Background: an optimization exercise with open tools, aiming at small area, a short achievable clock period and few clock cycles per item. Do not read the settings as production practice.
Where RTL was checked, it was by simulation tests only, not by an equivalence proof against the original.
The clock port is modelled as an ideal driver, which makes a skipped or thinned clock tree look cheaper than it is; a real chip needs a root buffer or a tree.
Power is estimated from default activity; no workload was simulated.

## lane 1
## if_fetch
module if_fetch
#(
    parameter if_fetch_pkg::inst_addr_bus_t RESET_PC = if_fetch_pkg::RESET_PC_DEFAULT
) (
    input  logic           clk,
    input  logic           rst,
    input  logic           stall_in,
    input  logic           branch_flag_in,
    input  if_fetch_pkg::inst_addr_bus_t branch_target_in,
    input  logic           mem_busy_in,
    input  logic           get_inst_in,
    input  if_fetch_pkg::inst_addr_bus_t inst_pc_in,
    input  if_fetch_pkg::inst_bus_t      inst_in,
    output logic           if_req_out,
    output if_fetch_pkg::inst_addr_bus_t addr_if_out,
    output if_fetch_pkg::inst_addr_bus_t pc_out,
    output if_fetch_pkg::inst_bus_t      inst_out,
    output logic           inst_valid_out,
    output logic           if_stall_req_out
);
Size: ~290 cells after synthesis, roughly 95 flip-flops, ~200 I/O pins, roughly 0.0040 mm2 of cells after synthesis.
Settings: LEC_CHECK=0, CAP_MARGIN=20, CORE_MARGIN=2, CORE_UTILIZATION=40, CTS_BUF_LIST=sky130_fd_sc_hd__clkbuf_16, CTS_CLUSTER_DIAMETER=150, CTS_CLUSTER_SIZE=50, SETUP_SLACK_MARGIN=4.5, SLEW_MARGIN=20; clock period 7.0 ns.
standard.sh (not shown) runs the stock make flow with config.mk's settings and CLKGATE_MAP_FILE= SYNTH_SCRIPT=/design/flow/synth_recipe.tcl, a recipe that flattens the netlist after the stock synthesis.
==> flow/flow/run.sh <==
#!/bin/bash
set -euo pipefail
bash standard.sh \
  BUFFER_PORTS_ARGS="-buffer_cell sky130_fd_sc_hd__buf_1" \
  finish > standard_flow.log 2>&1
Lane 1: no failed stages, no open violations at the end
The following lists how lane 2 was set up differently from lane 1:
Settings: clearing CTS_BUF_LIST, which used to be sky130_fd_sc_hd__clkbuf_16; clearing CTS_CLUSTER_SIZE, which used to be 50; clearing CTS_CLUSTER_DIAMETER, which used to be 150.
Results
Count of clock-buffer cells in the layout | lane 2 above lane 1
[lane 2] hold slack rose 37 ps relative to lane 1
Of lane 1 and lane 2, the run reporting the higher via count of the first global-routing pass was lane 2.
Input changes introduced in lane 3 (baseline for comparison: lane 2):
Settings: SETUP_SLACK_MARGIN now 4.8, was 4.5.
- Lane 3: all stages complete, timing, DRC and antenna checks passed
- Lane 3 against lane 2: clock share of power climbed 5.1 points; worst-case setup slack after placement climbed 220 ps.
- On area fraction of clock buffers and clock inverters: between lane 3 and lane 2, it ends up higher for lane 3.
- On setup skew after layout, lane 2 tracks lane 3 almost exactly.
- When lane 3 is set beside lane 2, its signed area change from the synthesized netlist to the final layout turns out to be 11 points larger.
- Re sequential standard cell area: no difference whatsoever between lane 3 and lane 2.
- Against lane 2, lane 3 comes in 1.5 points higher on global-route usage over all layers.
- Between lane 3 and lane 2, sequential share of layout area is higher for lane 2, lane 3 comes in under that.
- The maximum frequency from static timing analysis in lane 3 was higher than what lane 2 gave.
- Lane 3 vs. lane 2: count of nets after finishing now sits higher; final hold slack now larger.
Setup changes, lane 3 to lane 4
Settings: a change of SETUP_SLACK_MARGIN from 4.8 to 4.5; an added ABC_CLOCK_PERIOD_IN_PS of 1500.
Results
- Comparing the two runs side by side, lane 4 comes out ahead of lane 3 on total power after layout.
- Lane 3 and lane 4 ended up with nearly the same clock skew.
- Higher design area goes to lane 3 over lane 4.
- In lane 4, final hold slack is lower than in lane 3.
- Sequential share of layout area: lane 3 and lane 4 compared, lower one is lane 3
- Lane 4 ends up with lower aggregate global-route resource usage than lane 3 does.
- Relative to lane 3, lane 4 degrades final critical path time including I/O delays and setup.
- Cmp lane 3 and lane 4 / portion of total power attributed to combinational logic / higher: lane 3
- When the final numbers for lane 3 and lane 4 were put side by side, the layout overhead on the synthesized area turned out to be smaller in lane 4.
- Detailed-routed wire length on met2: lane 4 lower than lane 3
No functional check of the RTL was part of any run of this note.

* * *

## run 1
if_fetch, a different RTL version from the one above (not shown whole).
Size in the first run: ~270 cells after synthesis, roughly 70 flip-flops, roughly 200 I/O pins, ~3300 sq um of cells after synthesis.
==> flow/config.mk <==
export PLATFORM = sky130hd
export DESIGN_NAME = if_fetch
export DESIGN_NICKNAME = if_fetch
export VERILOG_FILES = /design/flow/design.v
export SDC_FILE = /design/flow/constraint.sdc
export NUM_CORES = 4
export LEC_CHECK = 0
export CAP_MARGIN = 20
export CORE_MARGIN = 2
export CORE_UTILIZATION = 40
export SETUP_SLACK_MARGIN = 4.5
export SLEW_MARGIN = 20
export SYNTH_HIERARCHICAL = 1
==> flow/constraint.sdc <==
create_clock -name core_clock -period 7.0 [get_ports {clk}]
set_input_delay 1.4000 -clock core_clock [delete_from_list [all_inputs] [get_ports {clk}]]
set_output_delay 1.4000 -clock core_clock [all_outputs]
set_load 0.01 [all_outputs]
Scripts as last shown in full above: flow/flow/run.sh
Setup changes, run 1 to run 2
# run 1
export LEC_CHECK = 0
export CAP_MARGIN = 20
export CORE_MARGIN = 2
export CORE_UTILIZATION = 40
export SETUP_SLACK_MARGIN = 4.5
export SLEW_MARGIN = 20
export SYNTH_HIERARCHICAL = 1
create_clock -name core_clock -period 7.0 [get_ports {clk}]
# run 2
export LEC_CHECK = 0
export CAP_MARGIN = 20
export CORE_MARGIN = 2
export CORE_UTILIZATION = 40
export SETUP_SLACK_MARGIN = 4.5
export SLEW_MARGIN = 20
create_clock -name core_clock -period 7.0 [get_ports {clk}]
==> comparison <==
Run 2 packs its core more tightly than run 1.
Between run 2 and run 1, it is run 2 whose final estimated routing congestion in global placement is higher, by 0.011.
Sort run 1 and run 2 by worst-case reg-to-reg path depth desc -> top: run 1
Run 2 reports its worst setup path category as primary input to flop while run 1 reports flop to output port.
Diff run 1 -> run 2: sum of routed wire length over all layers shrank by about 2.6%, switching part of the total shrank by 0.50 points, net switching power figure shrank by 3.3%.
Function was not checked in any run of this note: the RTL went through the layout flow alone.

* * *

== try-willow ==
Another version of the RTL of if_fetch (not shown whole).
For scale: about 200 I/O pins.
Design if_fetch, start of the top module:
module if_fetch
#(
    parameter if_fetch_pkg::inst_addr_bus_t RESET_PC = if_fetch_pkg::RESET_PC_DEFAULT
) (
    input  logic           clk,
    input  logic           rst,
    input  logic           stall_in,
    input  logic           branch_flag_in,
    input  if_fetch_pkg::inst_addr_bus_t branch_target_in,
    input  logic           mem_busy_in,
    input  logic           get_inst_in,
    input  if_fetch_pkg::inst_addr_bus_t inst_pc_in,
    input  if_fetch_pkg::inst_bus_t      inst_in,
    output logic           if_req_out,
    output if_fetch_pkg::inst_addr_bus_t addr_if_out,
    output if_fetch_pkg::inst_addr_bus_t pc_out,
    output if_fetch_pkg::inst_bus_t      inst_out,
    output logic           inst_valid_out,
    output logic           if_stall_req_out
);
clock: 7.0 ns
lec_check: 0
cap_margin: 20
core_margin: 2
core_utilization: 40
slew_margin: 20
Scripts as last shown in full above: flow/flow/run.sh
Testbench counts of try-willow, summed over its fixed seeds: cycles 202,670, insts 34,194.
diff inputs: try-willow => try-lagoon
- SETUP_SLACK_MARGIN newly set to 4.5
More vias were needed by try-lagoon than by try-willow. The flow did not stop early for try-lagoon: all stages ran, and the layout cleared the timing, DRC and antenna checks. Against try-willow, try-lagoon reports a final worst-path setup slack that is higher. In the tables for try-lagoon and try-willow, multi-input combinational gate total reads higher with try-lagoon. Largest fanout on the critical path in try-lagoon vs try-willow: down 16. Diff try-willow -> try-lagoon: clock period minus final worst setup slack went down 1040 ps; minimum setup slack among reg-to-reg paths grew by 870 ps; final instance area went up 190 sq um.
### try-lagoon -> try-yarrow
- removing SETUP_SLACK_MARGIN (formerly 4.5)
==> flow/run.sh (new file) <==
#!/bin/bash
# synth_recipe.tcl (not shown) runs the flow's synth.tcl, then flattens the netlist and writes it again
# the make line also repeats each setting of config.mk as NAME=value (left out here)
make -C /OpenROAD-flow-scripts/flow DESIGN_CONFIG=/design/flow/config.mk WORK_HOME=/design/flow/orfs CLKGATE_MAP_FILE= SYNTH_SCRIPT=/design/flow/synth_recipe.tcl finish
removed: flow/flow/run.sh
removed: flow/standard.sh
==> comparison <==
Final standard cell count with taps included and fillers excluded of try-yarrow falls short of that of try-lagoon by a few percent.
Of the two candidates, try-lagoon has the worse overall via count from detail_route and try-yarrow the better one.
try-yarrow gives more portion of the layout cell area used by clock cells than try-lagoon did.
Longest individual stage delay on the worst path: try-lagoon and try-yarrow compared, lower one is try-lagoon
Compared try-lagoon against try-yarrow; final setup skew within noise.
Layout overhead on the synthesized area delta for try-yarrow relative to try-lagoon: 21 points higher
Comparing try-lagoon and try-yarrow, largest vdd supply drop is lower on try-yarrow.
try-yarrow: fraction of power consumed by combinational cells higher than try-lagoon
Compared with try-lagoon, try-yarrow shows a higher overall power.
Looking at part of the total power dissipated in the clock network, try-yarrow sits above try-lagoon.
Looking at timing endpoint of the critical path, the fetch_q[11]$_DFFE_PP0P_ result is from try-yarrow; the inst_valid_out one comes from try-lagoon.
Compare try-lagoon and try-yarrow | global-route wire length before repair higher: try-yarrow

* * *

if_fetch, a different RTL version from the one above (not shown whole).
For scale: roughly 200 I/O pins, roughly 3400 µm² of cells after synthesis.
Settings: LEC_CHECK=0, CAP_MARGIN=20, CORE_MARGIN=2, CORE_UTILIZATION=40, SETUP_SLACK_MARGIN=5, SLEW_MARGIN=20; clock period 7.0 ns.
==> flow/flow/run.sh <==
#!/bin/bash
set -euo pipefail
bash standard.sh \
  BUFFER_PORTS_ARGS="-buffer_cell sky130_fd_sc_hd__buf_1" \
  finish > standard_flow.log 2>&1
The baseline produced a clean layout.
Rerun with:
SETUP_SLACK_MARGIN = 4.5   (was 5)
Outcome:
- The new run completed without violations
- count of clock-buffer cells in the layout stays the same
- flip-flop and latch count does not change
- critical path depth went down by 2
No functional check of the RTL was part of any run of this note.

* * *

== JK ==
if_fetch, a different RTL version from the one above (not shown whole).
Size: about 270 cells after synthesis, roughly 200 I/O pins, ~0.0032 mm² of cells after synthesis.
Settings: LEC_CHECK=0, CAP_MARGIN=20, CORE_MARGIN=2, CORE_UTILIZATION=40, SETUP_SLACK_MARGIN=4.5, SLEW_MARGIN=20; clock period 7.0 ns.
==> flow/flow/run.sh <==
#!/bin/bash
set -euo pipefail
bash standard.sh \
  BUFFER_PORTS_ARGS="-buffer_cell sky130_fd_sc_hd__buf_1" \
  CTS_ARGS="-sink_clustering_enable -repair_clock_nets -sink_clustering_size 80 -sink_clustering_max_diameter 500 -buf_list sky130_fd_sc_hd__clkbuf_16 -root_buf sky130_fd_sc_hd__clkbuf_16" \
  finish > standard_flow.log 2>&1
JK went all the way through synthesis, placement and routing and the layout is clean on timing, DRC and antenna.
Testbench counts of JK, summed over its fixed seeds: cycles 204,444, insts 34,194.
Input changes introduced in MS (baseline for comparison: JK):
==> flow/flow/run.sh <==
#!/bin/bash
set -euo pipefail
bash standard.sh \
  BUFFER_PORTS_ARGS="-buffer_cell sky130_fd_sc_hd__buf_1" \
  finish > standard_flow.log 2>&1
[summary]
sky130_fd_sc_hd__or3_1 as the library cell contributing the largest single delay on the critical path was reported by MS, and sky130_fd_sc_hd__or4_1 by JK. Diff MS..JK | worst hold slack | negligible. Internal power consumption delta (MS − JK): favourable. MS packs its core more loosely than JK. Compared to JK, the routing of MS uses more wire.
Inputs modified between MS and AL:
# MS
export LEC_CHECK = 0
export CAP_MARGIN = 20
export CORE_MARGIN = 2
export CORE_UTILIZATION = 40
export SETUP_SLACK_MARGIN = 4.5
export SLEW_MARGIN = 20
create_clock -name core_clock -period 7.0 [get_ports {clk}]
# AL
export LEC_CHECK = 0
export CAP_MARGIN = 20
export CORE_MARGIN = 2
export CORE_UTILIZATION = 40
export SETUP_SLACK_MARGIN = 4.6
export SLEW_MARGIN = 20
create_clock -name core_clock -period 7.0 [get_ports {clk}]
--- a/flow/flow/run.sh
+++ b/flow/flow/run.sh
@@ -3,3 +3,5 @@
 bash standard.sh \
   BUFFER_PORTS_ARGS="-buffer_cell sky130_fd_sc_hd__buf_1" \
+  MCTS_GROUPS=4 MCTS_CELL=sky130_fd_sc_hd__clkbuf_16 \
+  PRE_CTS_TCL="$PWD/flow/manual_cts.tcl" \
   finish > standard_flow.log 2>&1
==> flow/flow/manual_cts.tcl (new file) <==
# Clock distribution made by hand: the clock port drives a few clock buffers,
# each placed at the centre of the flip-flops it feeds (the flip-flops split
# into equal groups by position), so every register sees the same one-buffer
# clock path. Replaces clock_tree_synthesis for this small design.
set mcts_groups [expr {[info exists ::env(MCTS_GROUPS)] ? $::env(MCTS_GROUPS) : 4}]
set mcts_cell [expr {[info exists ::env(MCTS_CELL)] ? $::env(MCTS_CELL) : "sky130_fd_sc_hd__clkbuf_8"}]

set mcts_block [ord::get_db_block]
set mcts_clk [$mcts_block findNet clk]
set mcts_sinks {}
foreach it [$mcts_clk getITerms] {
  set inst [$it getInst]
  set loc [$inst getLocation]
  lappend mcts_sinks [list $it [lindex $loc 0] [lindex $loc 1]]
}
puts "manual cts: [llength $mcts_sinks] sinks, $mcts_groups groups of $mcts_cell"

# Split into groups: halve along x, then along y, as many times as needed.
proc mcts_split {items n axis} {
  if {$n <= 1} { return [list $items] }
  set idx [expr {$axis == 0 ? 1 : 2}]
  set sorted [lsort -integer -index $idx $items]
  set half [expr {[llength $sorted] / 2}]
  set a [lrange $sorted 0 [expr {$half - 1}]]
  set b [lrange $sorted $half end]
  set next [expr {1 - $axis}]
  return [concat [mcts_split $a [expr {$n / 2}] $next] [mcts_split $b [expr {$n / 2}] $next]]
}
set mcts_parts [mcts_split $mcts_sinks $mcts_groups 0]

set mcts_master [[ord::get_db] findMaster $mcts_cell]
set k 0
foreach part $mcts_parts {
  set sx 0; set sy 0
  foreach s $part { incr sx [lindex $s 1]; incr sy [lindex $s 2] }
  set n [llength $part]
  set cx [expr {$sx / $n}]
  set cy [expr {$sy / $n}]
  set buf [odb::dbInst_create $mcts_block $mcts_master "mcts_clkbuf_$k"]
  set net [odb::dbNet_create $mcts_block "mcts_clknet_$k"]
  $net setSigType CLOCK
  [$buf findITerm A] connect $mcts_clk
  [$buf findITerm X] connect $net
  foreach s $part {
    set it [lindex $s 0]
    $it disconnect
    $it connect $net
  }
  $buf setLocation $cx $cy
  $buf setPlacementStatus PLACED
  puts "manual cts: mcts_clkbuf_$k at ($cx, $cy) drives $n sinks"
  incr k
}
$mcts_clk setSigType CLOCK

# The tree is built: clock_tree_synthesis only marks the clock propagated.
rename clock_tree_synthesis mcts_orig_clock_tree_synthesis
proc clock_tree_synthesis {args} {
  set_propagated_clock [all_clocks]
}
--- outcome ---
- The flow did not stop early for AL: all stages ran, and the layout cleared the timing, DRC and antenna checks.
- Register fraction of the total cell area in AL is 1.2 points below MS.
- AL and MS ended up with nearly the same xor-xnor portion of the synthesized cell area.
- Minimum clock period ends up lower on MS.
- Compared with MS, AL shows a fraction of power consumed by sequential logic that is 7.3 points higher.
In AL the design's own scripts or RTL, not TritonCTS, make the clock network.

* * *

== juniper ==
RTL: one of the versions met above, not the one the previous note started from.
Size in the first run: ~290 cells after synthesis, about 200 I/O pins.
Settings: LEC_CHECK=0, CAP_MARGIN=20, CORE_MARGIN=2, CORE_UTILIZATION=40, SETUP_SLACK_MARGIN=5, SLEW_MARGIN=20; clock period 7.0 ns.
==> flow/flow/run.sh <==
#!/bin/bash
set -euo pipefail
bash standard.sh \
  BUFFER_PORTS_ARGS="-buffer_cell sky130_fd_sc_hd__buf_1" \
  finish > standard_flow.log 2>&1
Testbench counts of juniper, summed over its fixed seeds: cycles 202,670, insts 34,194.
#### Input delta (cedar over juniper)
- SETUP_SLACK_MARGIN now 4.5, was 5
- ABC_CLOCK_PERIOD_IN_PS now 1500, previously not set
--- outcome ---
Fmax, juniper and cedar: larger value in juniper. [compare] base=juniper new=cedar: proportion of power drawn by combinational gates lost 7.9 points, worst setup slack went down by 0.12 ns, sequential power grew by about 2%, non-clock buffer total of the final layout went down 61. The higher setup skew after layout of juniper and cedar is in cedar. Against juniper, cedar comes in 25 lower on first-iteration DRC count. CTS buffer count across juniper and cedar: no real change.
Setup changes, cedar to nickel
- ABC_CLOCK_PERIOD_IN_PS no longer set, was 1500
- ABC_AREA now 1, previously not set
- SETUP_SLACK_MARGIN now 5, was 4.5
--- outcome ---
The flow did not stop early for nickel: all stages ran, and the layout cleared the timing, DRC and antenna checks. Synthesized cell count was lower in the run labelled cedar. Fmax: nickel better than cedar. nickel against cedar: net count reported at finish higher; multi-input combinational cell count +131; hold slack now sits higher; maximum number of pins on one net before global-route repair went down about 20%. nickel ends up with a synthesis-to-layout area growth that is 14 points higher than in cedar. nickel: minimum clock period after layout 0.20 ns below cedar. Wire length on nickel is up relative to cedar. Run comparison: cedar critical path capture point inst_valid_out; nickel critical path capture point addr_if_out[18]. The lower global-route usage of nickel and cedar is in cedar.

afterwards: timing with drivers on the ports:
How much do the figures lean on ideal ports? The routed layouts below were timed once more, with nothing changed but the port constraints.
Step 1 assumes that a clkbuf_16 drives the clock port and a buf_2 every other input.
Step 2 moves the port delays by t, midway between the first and last clock arrival at a register: inputs arrive t later, outputs are due t later. That takes back most of the time a late clock gives input paths.
a / b / c = ideal / step 1 / step 2; a / b = the first two.
| run | t (ns) | slack for setup (ns) | hold slack, ns | clock arrival spread, ns |
|---|---|---|---|---|
| lane 1 | 0.366 | 4.565 / 4.487 / 4.121 | 0.490 / 0.490 / 0.490 | 0.008 / 0.008 |
| lane 2 | 0.392 | 4.558 / 4.476 / 4.084 | 0.528 / 0.528 / 0.528 | 0.008 / 0.008 |
| lane 3 | 0.389 | 4.582 / 4.537 / 4.148 | 0.540 / 0.540 / 0.540 | 0.010 / 0.010 |
| lane 4 | 0.392 | 4.558 / 4.476 / 4.084 | 0.528 / 0.528 / 0.528 | 0.008 / 0.008 |
| run 1 | 0.372 | 4.582 / 4.553 / 4.253 | 0.554 / 0.554 / 0.554 | 0.012 / 0.012 |
| run 2 | 0.360 | 4.415 / 4.404 / 4.044 | 0.542 / 0.542 / 0.542 | 0.016 / 0.016 |
| try-willow | 0.381 | 3.411 / 3.418 / 3.037 | 0.526 / 0.526 / 0.526 | 0.010 / 0.009 |
| try-lagoon | 0.392 | 4.451 / 4.417 / 4.119 | 0.520 / 0.520 / 0.520 | 0.021 / 0.021 |
| try-yarrow | 0.383 | 3.016 / 3.008 / 2.625 | 0.519 / 0.519 / 0.519 | 0.019 / 0.019 |
| the first run of note 4 | 0.385 | 3.476 / 3.441 / 3.825 | 0.540 / 0.540 / 0.540 | 0.017 / 0.017 |
| the second run of note 4 | 0.378 | 3.498 / 3.465 / 3.843 | 0.543 / 0.543 / 0.543 | 0.014 / 0.013 |
| JK | 0.352 | 4.555 / 4.563 / 4.211 | 0.531 / 0.531 / 0.531 | 0.010 / 0.010 |
| MS | 0.367 | 4.577 / 4.565 / 4.212 | 0.534 / 0.534 / 0.534 | 0.012 / 0.012 |
| AL | 0.219 | 4.420 / 4.453 / 4.234 | 0.537 / 0.537 / 0.537 | 0.016 / 0.016 |
| juniper | 0.385 | 4.574 / 4.569 / 4.184 | 0.525 / 0.525 / 0.525 | 0.016 / 0.016 |
| cedar | 0.392 | 4.451 / 4.417 / 4.119 | 0.520 / 0.520 / 0.520 | 0.021 / 0.021 |
| nickel | 0.396 | 4.648 / 4.614 / 4.396 | 0.587 / 0.587 / 0.587 | 0.013 / 0.014 |
After both steps setup and hold are still met in every run listed.
